From an optimization exercise on the open Yosys and OpenROAD flow, aimed at a short achievable clock period and few clock cycles; shortcuts taken in it are not production practice. In this exercise RTL edits were held to simulation tests only and were not proved equivalent to the original. Power is estimated from default activity; no workload was simulated.

`run.sh`:
```
#!/bin/bash
# synth_recipe.tcl (not shown) runs the flow's synth.tcl, then flattens the netlist and writes it again
# the make line also repeats each setting of config.mk as NAME=value (left out here)
make -C /OpenROAD-flow-scripts/flow DESIGN_CONFIG=/design/flow/config.mk WORK_HOME=/design/flow/orfs CLKGATE_MAP_FILE= SYNTH_SCRIPT=/design/flow/synth_recipe.tcl finish
```
`constraint.sdc`:
```
create_clock -name core_clock -period 7.5 [get_ports {clk}]
set_input_delay 1.5000 -clock core_clock [delete_from_list [all_inputs] [get_ports {clk}]]
set_output_delay 1.5000 -clock core_clock [all_outputs]
set_load 0.01 [all_outputs]
```
`config.mk`:
```
export PLATFORM = sky130hd
export DESIGN_NAME = cpu_top
export DESIGN_NICKNAME = cpu_top
export VERILOG_FILES = /design/flow/design.v
export SDC_FILE = /design/flow/constraint.sdc
export NUM_CORES = 4
export LEC_CHECK = 0
export ABC_CLOCK_PERIOD_IN_PS = 3000
export CAP_MARGIN = 20
export CORE_MARGIN = 2
export CORE_UTILIZATION = 40
export SETUP_SLACK_MARGIN = 4
export SLEW_MARGIN = 20
export TNS_END_PERCENT = 100
```
`design.v`:
```
package cpu_pkg;
	typedef logic [31:0] word_t;
	typedef logic [4:0]  reg_addr_t;
	typedef enum logic [5:0] {
		op_special = 6'h00,
		op_j       = 6'h02,
		op_beq     = 6'h04,
		op_bne     = 6'h05,
		op_addiu   = 6'h09,
		op_slti    = 6'h0a,
		op_sltiu   = 6'h0b,
		op_andi    = 6'h0c,
		op_ori     = 6'h0d,
		op_xori    = 6'h0e,
		op_lui     = 6'h0f,
		op_lb      = 6'h20,
		op_lh      = 6'h21,
		op_lw      = 6'h23,
		op_lbu     = 6'h24,
		op_lhu     = 6'h25,
		op_sb      = 6'h28,
		op_sh      = 6'h29,
		op_sw      = 6'h2b
	} opcode_t;
	typedef enum logic [5:0] {
		fn_addu = 6'h21,
		fn_subu = 6'h23,
		fn_and  = 6'h24,
		fn_or   = 6'h25,
		fn_xor  = 6'h26,
		fn_nor  = 6'h27,
		fn_slt  = 6'h2a,
		fn_sltu = 6'h2b
	} funct_t;
	typedef enum logic [2:0] {
		alu_and  = 3'b000,
		alu_or   = 3'b001,
		alu_add  = 3'b010,
		alu_sltu = 3'b011,
		alu_xor  = 3'b100,
		alu_nor  = 3'b101,
		alu_sub  = 3'b110,
		alu_slt  = 3'b111
	} alu_op_t;
	typedef enum logic [8:0] {
		s_init = 9'b000000001,
		s_if   = 9'b000000010,
		s_iw   = 9'b000000100,
		s_id   = 9'b000001000,
		s_ex   = 9'b000010000,
		s_st   = 9'b000100000,
		s_ld   = 9'b001000000,
		s_rdw  = 9'b010000000,
		s_wb   = 9'b100000000
	} cpu_state_t;
	typedef enum logic [1:0] {size_byte, size_half, size_word} mem_size_t;
	typedef enum logic [1:0] {wb_alu, wb_load, wb_upper} wb_sel_t;
	typedef enum logic [1:0] {a_pc, a_pc4, a_opnd} alu_a_sel_t;
	typedef enum logic [1:0] {b_four, b_offset, b_opnd} alu_b_sel_t;
	typedef enum logic [1:0] {pc_seq, pc_target, pc_jump} pc_sel_t;
	typedef struct packed {
		opcode_t    opcode;
		reg_addr_t  rs;
		reg_addr_t  rt;
		reg_addr_t  rd;
		logic [4:0] shamt;
		funct_t     funct;
	} r_fields_t;
	typedef struct packed {
		opcode_t     opcode;
		reg_addr_t   rs;
		reg_addr_t   rt;
		logic [15:0] imm16;
	} i_fields_t;
	typedef struct packed {
		opcode_t     opcode;
		logic [25:0] index;
	} j_fields_t;
	typedef union packed {
		r_fields_t r;
		i_fields_t i;
		j_fields_t j;
	} cpu_instr_t;
	localparam int IQ_N  = 8;
	localparam int IQ_AW = 3;
endpackage
`timescale 1ns/1ps
module alu (
	input  logic [31:0] a,
	input  logic [31:0] b,
	input  logic        op_sub,     
	input  logic        op_arith,   
	input  logic        op_slt,
	input  logic        op_sltu,
	input  logic        op_and,
	input  logic        op_or,
	input  logic        op_xor,
	input  logic        op_nor,
	input  logic        op_passb,   
	output logic [31:0] result,
	output logic [31:0] sum
);
	logic [31:0] logic_res;
	logic        lt;
	assign sum = a + (op_sub ? ~b : b) + {31'b0, op_sub};
	assign lt = (a[31] ^ b[31]) ? (op_slt ? a[31] : b[31]) : sum[31];
	always_comb begin
		logic_res = '0;
		if (op_and)   logic_res = logic_res | (a & b);
		if (op_or)    logic_res = logic_res | (a | b);
		if (op_xor)   logic_res = logic_res | (a ^ b);
		if (op_nor)   logic_res = logic_res | ~(a | b);
		if (op_passb) logic_res = logic_res | b;
	end
	always_comb begin
		if (op_arith)
			result = sum;
		else if (op_slt || op_sltu)
			result = {31'b0, lt};
		else
			result = logic_res;
	end
endmodule
`timescale 1ns/1ps
module reg_file (
	input  logic        clk,
	input  logic [4:0]  raddr1,
	input  logic [4:0]  raddr2,
	input  logic [4:0]  waddr,
	input  logic        wen,
	input  logic [31:0] wdata,
	output logic [31:0] rdata1,
	output logic [31:0] rdata2
);
	logic [31:0] regs [1:31];    
	always_ff @(posedge clk) begin
		if (wen && waddr != '0)
			regs[waddr] <= wdata;
	end
	assign rdata1 = (raddr1 == '0) ? '0 : regs[raddr1];
	assign rdata2 = (raddr2 == '0) ? '0 : regs[raddr2];
endmodule
`timescale 1ns/1ps
module mem_align (
	input  logic [1:0]  st_off,
	input  logic [1:0]  st_size,      
	input  logic [31:0] st_src,
	output logic [31:0] st_data,
	output logic [3:0]  st_strb,
	input  logic [1:0]  ld_off,
	input  logic [1:0]  ld_size,
	input  logic        ld_unsigned,
	input  logic [31:0] ld_word,
	output logic [31:0] ld_value
);
	logic [7:0]  ld_byte;
	logic [15:0] ld_half;
	always_comb begin
		case (st_size)
			2'd0: begin
				st_data = {4{st_src[7:0]}};
				st_strb = 4'b0001 << st_off;
			end
			2'd1: begin
				st_data = {2{st_src[15:0]}};
				st_strb = st_off[1] ? 4'b1100 : 4'b0011;
			end
			default: begin
				st_data = st_src;
				st_strb = 4'b1111;
			end
		endcase
	end
	assign ld_half = ld_off[1] ? ld_word[31:16] : ld_word[15:0];
	assign ld_byte = ld_off[0] ? ld_half[15:8] : ld_half[7:0];
	always_comb begin
		case (ld_size)
			2'd0:    ld_value = {{24{ld_byte[7] & ~ld_unsigned}}, ld_byte};
			2'd1:    ld_value = {{16{ld_half[15] & ~ld_unsigned}}, ld_half};
			default: ld_value = ld_word;
		endcase
	end
endmodule
`timescale 1ns/1ps
module exec_datapath (
	input  logic        clk,
	input  logic        rst,
	input  logic        d_valid,
	input  logic [31:0] d_ins,
	input  logic [31:0] d_pc,
	input  logic [31:0] d_pc4,
	input  logic [31:0] d_tgt,
	input  logic        d_pt,
	output logic        d_pop,
	output logic        e_flush,
	output logic [31:0] e_target,
	output logic [31:0] address,
	output logic        mem_write,
	output logic [31:0] write_data,
	output logic [3:0]  write_strb,
	output logic        mem_read,
	input  logic        mem_req_ready,
	input  logic [31:0] read_data,
	input  logic        read_data_valid,
	output logic        read_data_ready,
	output logic        retire_wen,
	output logic [4:0]  retire_waddr,
	output logic [31:0] retire_wdata,
	output logic [31:0] retire_pc
);
	logic [5:0]  op, fn;
	logic [4:0]  rs, rt, rd, dst;
	logic        is_r, is_ialu, is_load, is_store, is_br, wr, use_rs, use_rt;
	logic        b_imm, zx;
	logic [31:0] imm_val;
	logic        c_sub, c_arith, c_slt, c_sltu, c_and, c_or, c_xor, c_nor, c_passb;
	logic [31:0] rf_rs, rf_rt, rs_val, rt_val;
	logic        haz, d_go, stall;
	logic [31:0] w_ld, w_value;
	logic        e_valid, e_fired, e_wr, e_load, e_store, e_br, e_bne, e_pt, e_luns;
	logic [4:0]  e_dst;
	logic [1:0]  e_size;
	logic [31:0] e_a, e_b, e_rt, e_pc, e_rdtgt;
	logic        e_fa_m, e_fa_w, e_fb_m, e_fb_w, e_fs_m, e_fs_w;
	logic        e_sub, e_arith, e_slt, e_sltu, e_and, e_or, e_xor, e_nor, e_passb;
	logic        e_rep, m_rep, w_rep;
	logic        m_pend, m_store;
	logic        m_valid, m_wr, m_load;
	logic [4:0]  m_dst;
	logic [1:0]  m_size, m_off;
	logic        m_luns;
	logic [31:0] m_res, m_pc;
	logic        o_rd, o_wr;
	logic [31:0] o_wdata;
	logic [3:0]  o_strb;
	logic        w_valid, w_wr, w_load, w_luns, w_got;
	logic [4:0]  w_dst;
	logic [1:0]  w_size, w_off;
	logic [31:0] w_res, w_pc, w_raw;
	logic        r_wen;
	logic [4:0]  r_waddr;
	logic [31:0] r_wdata, r_pc;
	assign op = d_ins[31:26];
	assign rs = d_ins[25:21];
	assign rt = d_ins[20:16];
	assign rd = d_ins[15:11];
	assign fn = d_ins[5:0];
	assign is_r     = (op == 6'h00) && (d_ins != '0);
	assign is_ialu  = (op[5:3] == 3'b001) && (op[2:0] != 3'b000);
	assign is_load  = (op == 6'h20) || (op == 6'h21) || (op == 6'h23) || (op == 6'h24) || (op == 6'h25);
	assign is_store = (op == 6'h28) || (op == 6'h29) || (op == 6'h2b);
	assign is_br    = (op[5:1] == 5'b00010);
	assign wr       = is_r || is_ialu || is_load;
	assign dst      = is_r ? rd : rt;
	assign use_rs   = is_r || (is_ialu && op != cpu_pkg::op_lui) || is_load || is_store || is_br;
	assign use_rt   = is_r || is_store || is_br;
	assign b_imm    = !is_r && !is_br;
	assign zx       = (op == 6'h0c) || (op == 6'h0d) || (op == 6'h0e);
	assign imm_val  = (op == cpu_pkg::op_lui) ? {d_ins[15:0], 16'b0} :
	                  zx ? {16'b0, d_ins[15:0]} : {{16{d_ins[15]}}, d_ins[15:0]};
	always_comb begin
		c_sub = 1'b0; c_arith = 1'b0; c_slt = 1'b0; c_sltu = 1'b0;
		c_and = 1'b0; c_or = 1'b0; c_xor = 1'b0; c_nor = 1'b0; c_passb = 1'b0;
		if (is_r) begin
			case (fn)
				6'h23: begin c_sub = 1'b1; c_arith = 1'b1; end
				6'h24: c_and = 1'b1;
				6'h25: c_or = 1'b1;
				6'h26: c_xor = 1'b1;
				6'h27: c_nor = 1'b1;
				6'h2a: begin c_sub = 1'b1; c_slt = 1'b1; end
				6'h2b: begin c_sub = 1'b1; c_sltu = 1'b1; end
				default: c_arith = 1'b1;
			endcase
		end else begin
			case (op)
				6'h0a: begin c_sub = 1'b1; c_slt = 1'b1; end
				6'h0b: begin c_sub = 1'b1; c_sltu = 1'b1; end
				6'h0c: c_and = 1'b1;
				6'h0d: c_or = 1'b1;
				6'h0e: c_xor = 1'b1;
				6'h0f: c_passb = 1'b1;
				default: c_arith = 1'b1;
			endcase
		end
	end
	reg_file u_rf (
		.clk(clk), .raddr1(rs), .raddr2(rt),
		.waddr(w_dst), .wen(w_valid && w_wr && !stall), .wdata(w_value),
		.rdata1(rf_rs), .rdata2(rf_rt)
	);
	logic w_byp;
	assign w_byp  = w_valid && w_wr && !w_load;
	assign rs_val = (w_byp && w_dst == rs && rs != '0) ? w_res : rf_rs;
	assign rt_val = (w_byp && w_dst == rt && rt != '0) ? w_res : rf_rt;
	logic fa_m, fa_w, fs_m, fs_w;
	assign fa_m = e_valid && e_wr && !e_load && e_dst == rs && rs != '0;
	assign fa_w = !fa_m && m_valid && m_wr && !m_load && m_dst == rs && rs != '0;
	assign fs_m = e_valid && e_wr && !e_load && e_dst == rt && rt != '0;
	assign fs_w = !fs_m && m_valid && m_wr && !m_load && m_dst == rt && rt != '0;
	logic haz_rs, haz_rt;
	assign haz_rs = use_rs && rs != '0 &&
		((e_valid && e_load && e_dst == rs) || (m_valid && m_load && m_dst == rs) ||
		 (w_valid && w_load && w_dst == rs));
	assign haz_rt = use_rt && rt != '0 &&
		((e_valid && e_load && e_dst == rt) || (m_valid && m_load && m_dst == rt) ||
		 (w_valid && w_load && w_dst == rt));
	assign haz = haz_rs || haz_rt;
	logic m_acc, w_data, unrep_w, unrep_m, rep_w, rep_m, rep_e;
	assign m_acc  = (o_rd || o_wr) && mem_req_ready;
	assign w_data = w_got || read_data_valid;
	assign stall  = (m_pend && !m_acc) || (w_valid && w_load && !w_data);
	assign unrep_w = w_valid && w_wr && !w_rep;
	assign unrep_m = m_valid && m_wr && !m_rep;
	assign rep_w   = unrep_w && (!w_load || w_data);
	assign rep_m   = !unrep_w && unrep_m && !m_load;
	assign rep_e   = !unrep_w && !unrep_m && !(m_pend && m_store) &&
	                 e_valid && e_wr && !e_load && !e_rep;
	assign d_go  = d_valid && !haz && !stall && !e_flush;
	assign d_pop = d_go;
	logic [31:0] ea, eb, es, e_res, e_sum, st_data;
	logic [3:0]  st_strb;
	logic        e_eq, e_taken;
	assign ea = e_fa_m ? m_res : (e_fa_w ? w_res : e_a);
	assign eb = e_fb_m ? m_res : (e_fb_w ? w_res : e_b);
	assign es = e_fs_m ? m_res : (e_fs_w ? w_res : e_rt);
	alu u_alu (
		.a(ea), .b(eb), .op_sub(e_sub), .op_arith(e_arith), .op_slt(e_slt), .op_sltu(e_sltu),
		.op_and(e_and), .op_or(e_or), .op_xor(e_xor), .op_nor(e_nor), .op_passb(e_passb),
		.result(e_res), .sum(e_sum)
	);
	assign e_eq     = (ea == eb);
	assign e_taken  = e_eq ^ e_bne;
	assign e_flush  = e_valid && e_br && (e_taken != e_pt) && !e_fired;
	assign e_target = e_rdtgt;
	mem_align u_align (
		.st_off(e_sum[1:0]), .st_size(e_size), .st_src(es), .st_data(st_data), .st_strb(st_strb),
		.ld_off(w_off), .ld_size(w_size), .ld_unsigned(w_luns),
		.ld_word(w_got ? w_raw : read_data), .ld_value(w_ld)
	);
	assign w_value = w_load ? w_ld : w_res;
	always_ff @(posedge clk) begin
		if (rst) begin
			e_valid <= 1'b0;
			e_fired <= 1'b0;
			m_valid <= 1'b0;
			m_pend  <= 1'b0;
			o_rd    <= 1'b0;
			o_wr    <= 1'b0;
			w_valid <= 1'b0;
			w_got   <= 1'b0;
			r_wen   <= 1'b0;
		end else if (stall) begin
			if (e_flush)
				e_fired <= 1'b1;
			m_pend <= m_pend && !m_acc;
			o_rd   <= m_pend && !m_acc && m_load;
			o_wr   <= m_pend && !m_acc && m_store && !unrep_w;
			if (w_valid && w_load && !w_got && read_data_valid)
				w_got <= 1'b1;
			r_wen <= rep_w || rep_m || rep_e;
			e_rep <= e_rep || rep_e;
			m_rep <= m_rep || rep_m;
			w_rep <= w_rep || rep_w;
		end else begin
			e_valid <= d_go;
			e_fired <= 1'b0;
			e_rep   <= 1'b0;
			m_valid <= e_valid;
			m_pend  <= e_valid && (e_load || e_store);
			o_rd    <= e_valid && e_load;
			o_wr    <= e_valid && e_store && !unrep_w && !unrep_m;
			m_rep   <= e_rep || rep_e;
			w_valid <= m_valid;
			w_got   <= 1'b0;
			w_rep   <= m_rep || rep_m;
			r_wen   <= rep_w || rep_m || rep_e;
		end
	end
	always_ff @(posedge clk) begin
		if (stall) begin
			if (!w_got)
				w_raw <= read_data;
		end else begin
			e_wr    <= wr;
			e_load  <= is_load;
			e_store <= is_store;
			e_br    <= is_br;
			e_bne   <= op[0];
			e_pt    <= d_pt;
			e_luns  <= op[2];
			e_size  <= (op[1:0] == 2'b11) ? 2'd2 : {1'b0, op[0]};
			e_dst   <= dst;
			e_a     <= rs_val;
			e_b     <= b_imm ? imm_val : rt_val;
			e_rt    <= rt_val;
			e_pc    <= d_pc;
			e_rdtgt <= d_pt ? d_pc4 : d_tgt;
			e_fa_m  <= fa_m;
			e_fa_w  <= fa_w;
			e_fb_m  <= fs_m && !b_imm;
			e_fb_w  <= fs_w && !b_imm;
			e_fs_m  <= fs_m;
			e_fs_w  <= fs_w;
			e_sub   <= c_sub;
			e_arith <= c_arith;
			e_slt   <= c_slt;
			e_sltu  <= c_sltu;
			e_and   <= c_and;
			e_or    <= c_or;
			e_xor   <= c_xor;
			e_nor   <= c_nor;
			e_passb <= c_passb;
			m_wr    <= e_wr;
			m_load  <= e_load;
			m_store <= e_store;
			m_dst   <= e_dst;
			m_size  <= e_size;
			m_off   <= e_sum[1:0];
			m_luns  <= e_luns;
			m_res   <= e_res;
			m_pc    <= e_pc;
			o_wdata <= st_data;
			o_strb  <= st_strb;
			w_wr    <= m_wr;
			w_load  <= m_load;
			w_dst   <= m_dst;
			w_size  <= m_size;
			w_off   <= m_off;
			w_luns  <= m_luns;
			w_res   <= m_res;
			w_pc    <= m_pc;
		end
	end
	always_ff @(posedge clk) begin
		if (rep_w) begin
			r_waddr <= w_dst;
			r_wdata <= w_value;
			r_pc    <= w_pc;
		end else if (rep_m) begin
			r_waddr <= m_dst;
			r_wdata <= m_res;
			r_pc    <= m_pc;
		end else begin
			r_waddr <= e_dst;
			r_wdata <= e_res;
			r_pc    <= e_pc;
		end
	end
	assign address         = {m_res[31:2], 2'b00};
	assign mem_read        = o_rd;
	assign mem_write       = o_wr;
	assign write_data      = o_wdata;
	assign write_strb      = o_strb;
	assign read_data_ready = 1'b1;
	assign retire_wen   = r_wen;
	assign retire_waddr = r_waddr;
	assign retire_wdata = r_wdata;
	assign retire_pc    = r_pc;
endmodule
`timescale 1ns/1ps
module cpu_control #(
	parameter logic [31:0] reset_pc = '0
) (
	input  logic        clk,
	input  logic        rst,
	output logic        inst_req_valid,
	input  logic        inst_req_ready,
	output logic [31:0] pc,
	input  logic [31:0] instruction,
	input  logic        inst_valid,
	output logic        inst_ready,
	output logic        d_valid,
	output logic [31:0] d_ins,
	output logic [31:0] d_pc,
	output logic [31:0] d_pc4,
	output logic [31:0] d_tgt,
	output logic        d_pt,
	input  logic        d_pop,
	input  logic        e_flush,
	input  logic [31:0] e_target
);
	localparam int N  = cpu_pkg::IQ_N;
	localparam int AW = cpu_pkg::IQ_AW;
	logic [31:0] fpc;
	logic        ireq_v;
	logic [AW:0] alloc, fill, head;
	logic [3:0]  dcnt;
	logic [31:0] q_ins [N];
	logic [31:0] q_pc  [N];
	logic [31:0] q_pc4 [N];
	logic [31:0] q_tgt [N];
	logic        q_pt  [N];
	logic        acc, drop, live, fill_rd;
	logic [AW-1:0] fi, hi;
	logic [5:0]  f_op;
	logic        f_j, f_br, f_same, f_pt;
	logic [31:0] f_pc4, f_tgt;
	logic [18:0] f_lo;
	logic [13:0] f_hi, f_hi_p1, f_hi_m1, f_hi_sel;
	logic [AW:0] n_out;
	assign inst_req_valid = ireq_v;
	assign pc             = fpc;
	assign inst_ready     = 1'b1;
	assign acc  = ireq_v & inst_req_ready;
	assign drop = inst_valid & (dcnt != '0);
	assign live = inst_valid & (dcnt == '0);
	assign fi   = fill[AW-1:0];
	assign hi   = head[AW-1:0];
	assign f_op   = instruction[31:26];
	assign f_j    = (f_op == cpu_pkg::op_j);
	assign f_br   = (f_op[5:1] == 5'b00010);
	assign f_same = (instruction[25:21] == instruction[20:16]);
	assign f_pt   = f_j | (f_br & (f_op[0] ^ f_same));
	assign f_pc4   = q_pc4[fi];
	assign f_lo    = {1'b0, f_pc4[17:0]} + {1'b0, instruction[15:0], 2'b00};
	assign f_hi    = f_pc4[31:18];
	assign f_hi_p1 = f_pc4[31:18] + 14'd1;
	assign f_hi_m1 = f_pc4[31:18] - 14'd1;
	always_comb begin
		case ({instruction[15], f_lo[18]})
			2'b01:   f_hi_sel = f_hi_p1;
			2'b10:   f_hi_sel = f_hi_m1;
			default: f_hi_sel = f_hi;
		endcase
	end
	assign f_tgt = f_j ? {f_pc4[31:28], instruction[25:0], 2'b00} : {f_hi_sel, f_lo[17:0]};
	assign fill_rd = live & f_pt & ~e_flush;
	assign n_out   = alloc - fill;
	always_ff @(posedge clk) begin
		if (rst) begin
			fpc    <= reset_pc;
			ireq_v <= 1'b1;
			alloc  <= '0;
			fill   <= '0;
			head   <= '0;
			dcnt   <= '0;
		end else if (e_flush) begin
			fpc    <= e_target;
			ireq_v <= 1'b1;
			alloc  <= '0;
			fill   <= '0;
			head   <= '0;
			dcnt   <= dcnt + 4'(n_out) + 4'(acc) - 4'(inst_valid);
		end else begin
			ireq_v <= ((alloc - head) <= (AW+1)'(N - 2));
			if (live) begin
				q_ins[fi] <= instruction;
				q_pt[fi]  <= f_pt;
				q_tgt[fi] <= f_tgt;
			end
			fill <= fill + (AW+1)'(live);
			head <= head + (AW+1)'(d_pop);
			if (fill_rd) begin
				fpc   <= f_tgt;
				alloc <= fill + 1'b1;
				dcnt  <= 4'(n_out) - 4'd1 + 4'(acc);
			end else begin
				if (acc) begin
					fpc   <= fpc + 32'd4;
					alloc <= alloc + 1'b1;
					q_pc[alloc[AW-1:0]]  <= fpc;
					q_pc4[alloc[AW-1:0]] <= fpc + 32'd4;
				end
				dcnt <= dcnt - 4'(drop);
			end
		end
	end
	assign d_valid = (head != fill);
	assign d_ins   = q_ins[hi];
	assign d_pc    = q_pc[hi];
	assign d_pc4   = q_pc4[hi];
	assign d_tgt   = q_tgt[hi];
	assign d_pt    = q_pt[hi];
endmodule
`timescale 1ns/1ps
module cpu_top #(
	parameter cpu_pkg::word_t reset_pc = '0
) (
	input  logic               clk,
	input  logic               rst,
	output logic               inst_req_valid,
	input  logic               inst_req_ready,
	output cpu_pkg::word_t     pc,
	input  cpu_pkg::word_t     instruction,
	input  logic               inst_valid,
	output logic               inst_ready,
	output cpu_pkg::word_t     address,
	output logic               mem_write,
	output cpu_pkg::word_t     write_data,
	output logic [3:0]         write_strb,
	output logic               mem_read,
	input  logic               mem_req_ready,
	input  cpu_pkg::word_t     read_data,
	input  logic               read_data_valid,
	output logic               read_data_ready,
	output logic               retire_wen,
	output cpu_pkg::reg_addr_t retire_waddr,
	output cpu_pkg::word_t     retire_wdata,
	output cpu_pkg::word_t     retire_pc
);
	logic        d_valid, d_pt, d_pop, e_flush;
	logic [31:0] d_ins, d_pc, d_pc4, d_tgt, e_target;
	cpu_control #(.reset_pc(reset_pc)) u_fetch (
		.clk(clk), .rst(rst),
		.inst_req_valid(inst_req_valid), .inst_req_ready(inst_req_ready), .pc(pc),
		.instruction(instruction), .inst_valid(inst_valid), .inst_ready(inst_ready),
		.d_valid(d_valid), .d_ins(d_ins), .d_pc(d_pc), .d_pc4(d_pc4), .d_tgt(d_tgt),
		.d_pt(d_pt), .d_pop(d_pop), .e_flush(e_flush), .e_target(e_target)
	);
	exec_datapath u_pipe (
		.clk(clk), .rst(rst),
		.d_valid(d_valid), .d_ins(d_ins), .d_pc(d_pc), .d_pc4(d_pc4), .d_tgt(d_tgt),
		.d_pt(d_pt), .d_pop(d_pop), .e_flush(e_flush), .e_target(e_target),
		.address(address), .mem_write(mem_write), .write_data(write_data),
		.write_strb(write_strb), .mem_read(mem_read), .mem_req_ready(mem_req_ready),
		.read_data(read_data), .read_data_valid(read_data_valid),
		.read_data_ready(read_data_ready), .retire_wen(retire_wen),
		.retire_waddr(retire_waddr), .retire_wdata(retire_wdata), .retire_pc(retire_pc)
	);
endmodule
```
==> summary.txt <==
status no timing/DRC/antenna violations; R2R depth 28; # clock sinks 2548; Synth Warn # 5; worst hold path class reg -> reg; Num CTS Buffers between 200 and 300; fmax between 150 and 200 MHz; CTS H-Tree Depth 5; Clock Latency Late Sink roughly 0.95 ns; Yosys reg bits ~2.5k; Critical Path RT a little over 8 ns; dpl ws around 0.45 ns; core area just under 300000 µm²; Clk network pwr share 17.0%; endpoint class of the critical path register; Root Driver clkbuf_16; Max-slew headroom 19.53%; reg-to-reg endpoint u_fetch.q_tgt[5][30]$_DFFE_PP_; Final Skew 0.06492 ns; GR Overflow Total 0; worst setup path category reg -> reg; Worst Max-Slew Pin Slew between 1 and 1.5 ns; sequential-to-total area share from yosys stat about 63%; final hold vios 0; Netlist cell types 97; Net Sw Frac between 40% and 50%; Worst setup SP type register; layout cells sized above 1 27.41%; Seq pwr share between 20% and 30%; worst stage delay on the critical path 0.41 ns; wire per inst approximately 34 µm; post-DR vias/cell roughly 6.5; first-pass GRT wire length about 700 mm; Slew Limit Fails 0; Placed Cells 13.71k; share of the core filled with cells between 50% and 60%; most common cell after layout, fill and taps aside edfxtp_1; Final setup violation count 0; Synth async-reset ratio 0%; Layout Cells excl Fill around 15k; reg2reg setup slack between 1.5 and 2 ns; drt drc 0; Cells after Synth 9979; die width about 550 µm; full die area 303900 µm²; DR vias approximately 100k; Worst VDD drop between 0.0004 and 0.0005 V; hold path depth 0; Power Total 0.08076 W; post-route minimum period 5.806 ns; area fraction of the dominant cell type after synthesis about 60%; Critical Path Slowest Stage Cell a311o_1; 1st-pass router iterations 10; Reg clk slew, reported paths ~0.070 ns; Synth area leader edfxtp_1; drt initial violations around 18k; Antenna Violating Nets Remaining 0; CTS tree built; Leakage around 57 nW; row cnt 200; EDFF count, synth around 2.4k; hpwl dp ~270 mm; NetSw 0.03510 W; max-cap violation count 0; Logic pwr share a little under three fifths; Initial Utilization about two fifths; gpl congestion a little over 0.9; worst setup margin 1.694 ns; commonest register cell after synthesis edfxtp_1; WHS Endpoint u_pipe.w_size[1]$_DFFE_PP_; synth-to-layout area growth 33.92%; largest net degree at the start of global routing around 140; hold wc startpoint u_pipe.m_size[1]$_DFFE_PP_; internal power between 0.04 and 0.05 W; I/O Pins 245; period utilisation layout about 77%; Synth Cell Area 119800 µm²; initial antenna violation count 31; worst-path fanout max 8; CTS Buffer Depth 4; RSZ-0062 raised after global routing yes; Chip Height between 500 and 600 µm; number of global-route vias before repair about 93k; syn_area_per_cell 12.00 µm²; WP data arrival 6.44 ns; Pwr Density between 500 and 600 nW/µm²; drt total wl 524.9 mm; hold_buf cts 0; most frequent cells in the layout edfxtp_1 (2421), nand2_1 (2385), nand3_1 (1100); Port-buffer cells 240; top post-synthesis cells by area edfxtp_1 (61%), nand2_1 (7.7%), mux4_2 (5.5%), nand3_1 (4.8%), dfxtp_1 (2.1%); overall global routing resource usage 32.54%; reg2reg start u_fetch.fill[2]$_SDFF_PP0_; fin nets between 10k and 15k
## stage by stage
stage / TNS (ns) / cell area [µm²] / hold WS [ns]
after floorplan: -274.85 / 120400 / 0.4003
after global placement: 0 / 127500 / 0.4009
after detailed placement: 0 / 127600 / 0.4045
after CTS: 0 / 154500 / 0.4190
after global routing: 0 / 160400 / 0.4281
final: 0 / 160400 / 0.4209
## cell usage after synthesis, types with 17 or more instances
cell,number
buf_4,46
nand4_1,33
dfxtp_1,127
xnor2_1,121
mux2i_1,202
and3_1,99
nor2b_1,47
a211oi_1,32
mux4_2,291
a32oi_1,22
o211ai_1,43
clkbuf_1,379
o21a_1,65
buf_2,208
a22oi_1,104
nand2b_1,19
a21oi_1,264
or3_1,17
nor4_1,22
edfxtp_1,2421
o22ai_1,30
inv_1,120
a311oi_1,248
a21o_1,30
and2_1,17
xor2_1,65
ha_1,140
nand2_1,2449
nand3_1,1137
nor2_1,432
o21ai_0,123
nor3_1,75
a31oi_1,157
mux2_2,47
buf_1,105
## critical path, delay by kind of cell, from the launching register on
kind                     cells  cell delay [ns]
AND/OR/NAND/NOR              6             0.81
XOR/XNOR                     1             0.17
adder cells (fa/ha/maj)      4             1.11
buffers and inverters        3             0.38
AO/OA/AOI/OAI               14             2.65
flip-flops                   1             0.40
## cell families (layout without fill, tap and decap cells)
kind of cell | count (synthesis) | count (layout) | share of synthesized area, %
AO/OA/AOI/OAI | 1281 | 1285 | 7.557
XOR/XNOR | 187 | 189 | 1.374
adder cells (fa/ha/maj) | 147 | 147 | 1.579
buffers and inverters | 873 | 2292 | 3.169
flip-flops | 2548 | 2548 | 62.81
multiplexers | 552 | 561 | 7.782
other | 2 | 30 | 0.006270
AND/OR/NAND/NOR | 4389 | 4409 | 15.72
## area by class of cell
cell class / instances / area, µm²
Multi-Input combinational cell: 6595 / 47610
Timing Repair inverter: 1 / 5.005
Fill cell: 23515 / 136900
Sequential cell: 2548 / 75320
Clock inverter: 137 / 1374
Antenna cell: 26 / 65.06
Clock buffer: 356 / 7447
Timing Repair Buffer: 1674 / 23150
Tap cell: 3939 / 4928
Inverter: 124 / 509.2
## flip-flops by register name, summed over array words and instances (netlist names), 240 cells and up
name,flops
u_pipe.u_rf.regs,992
u_fetch.q_ins,256
u_fetch.q_pc,256
u_fetch.q_tgt,256
u_fetch.q_pc4,240
## worst max-delay path by stage
stage                     cells past startpoint                  startpoint  slack, ns                             end
after CTS                                    27  u_fetch.fill[2]$_SDFF_PP0_       1.92  u_fetch.q_tgt[0][30]$_DFFE_PP_
after global routing                         27  u_fetch.fill[2]$_SDFF_PP0_       1.57  u_fetch.q_tgt[5][30]$_DFFE_PP_
after floorplan                               5             read_data_valid      -0.72         u_pipe.e_a[0]$_DFFE_PP_
final                                        28  u_fetch.fill[2]$_SDFF_PP0_       1.69  u_fetch.q_tgt[5][30]$_DFFE_PP_
after detailed placement                     21              instruction[0]       0.45  u_fetch.q_tgt[2][29]$_DFFE_PP_
after global placement                       21              instruction[0]       0.48  u_fetch.q_tgt[0][29]$_DFFE_PP_
## routing by layer
layer	global-route usage, %	part of all wire (%)
met1	41.49	34
met2	48.08	42
met3	10.03	15
met4	20.84	8.5
met5	0.1876	0.024
## power by group through the flow
stage               combinational, W  sequential [W]  clock, W
floorplan                     0.0183          0.0211         0
global placement              0.0294          0.0216         0
detailed placement            0.0298          0.0216         0
CTS                           0.0398          0.0211    0.0137
global route                  0.0469          0.0213    0.0142
finish                        0.0458          0.0212    0.0137
## what timing repair did
item / in CTS / in global routing
endpoints found under the setup margin: 3443 / 1667
cloned: 217 / 44
pin swaps: 397 / 327
setup buffers: 662 / 243
resized for setup: 1525 / 560
Testbench counts, summed over its fixed seeds: cycles 6,534.

## re-timing with driven ports
Ports are ideal in the flow. The routed layout listed here was re-timed in OpenROAD. Step 1 sets driving cells, clkbuf_16 on the clock port and buf_2 on the other inputs (assumed; they add their load-dependent delay and slew). Step 2 times the ports against the registers' clock, not the clock port: input delays grow and output delays shrink by t, the midpoint of the rising clock arrivals with the driver on. Three values: no drivers, after step 1, after step 2; two values: the first two.
t (ns): 1.027
slack for setup (ns): 1.694 / 1.694 / 1.078
hold WS [ns]: 0.421 / 0.421 / 0.421
worst setup path at the end: input to register
worst data-port slew with drivers (ns): 0.16
After both steps this run still meets setup and hold. For this run, drivers alone change the setup slack by 0.000 ns; drivers and shift together by -0.616 ns.
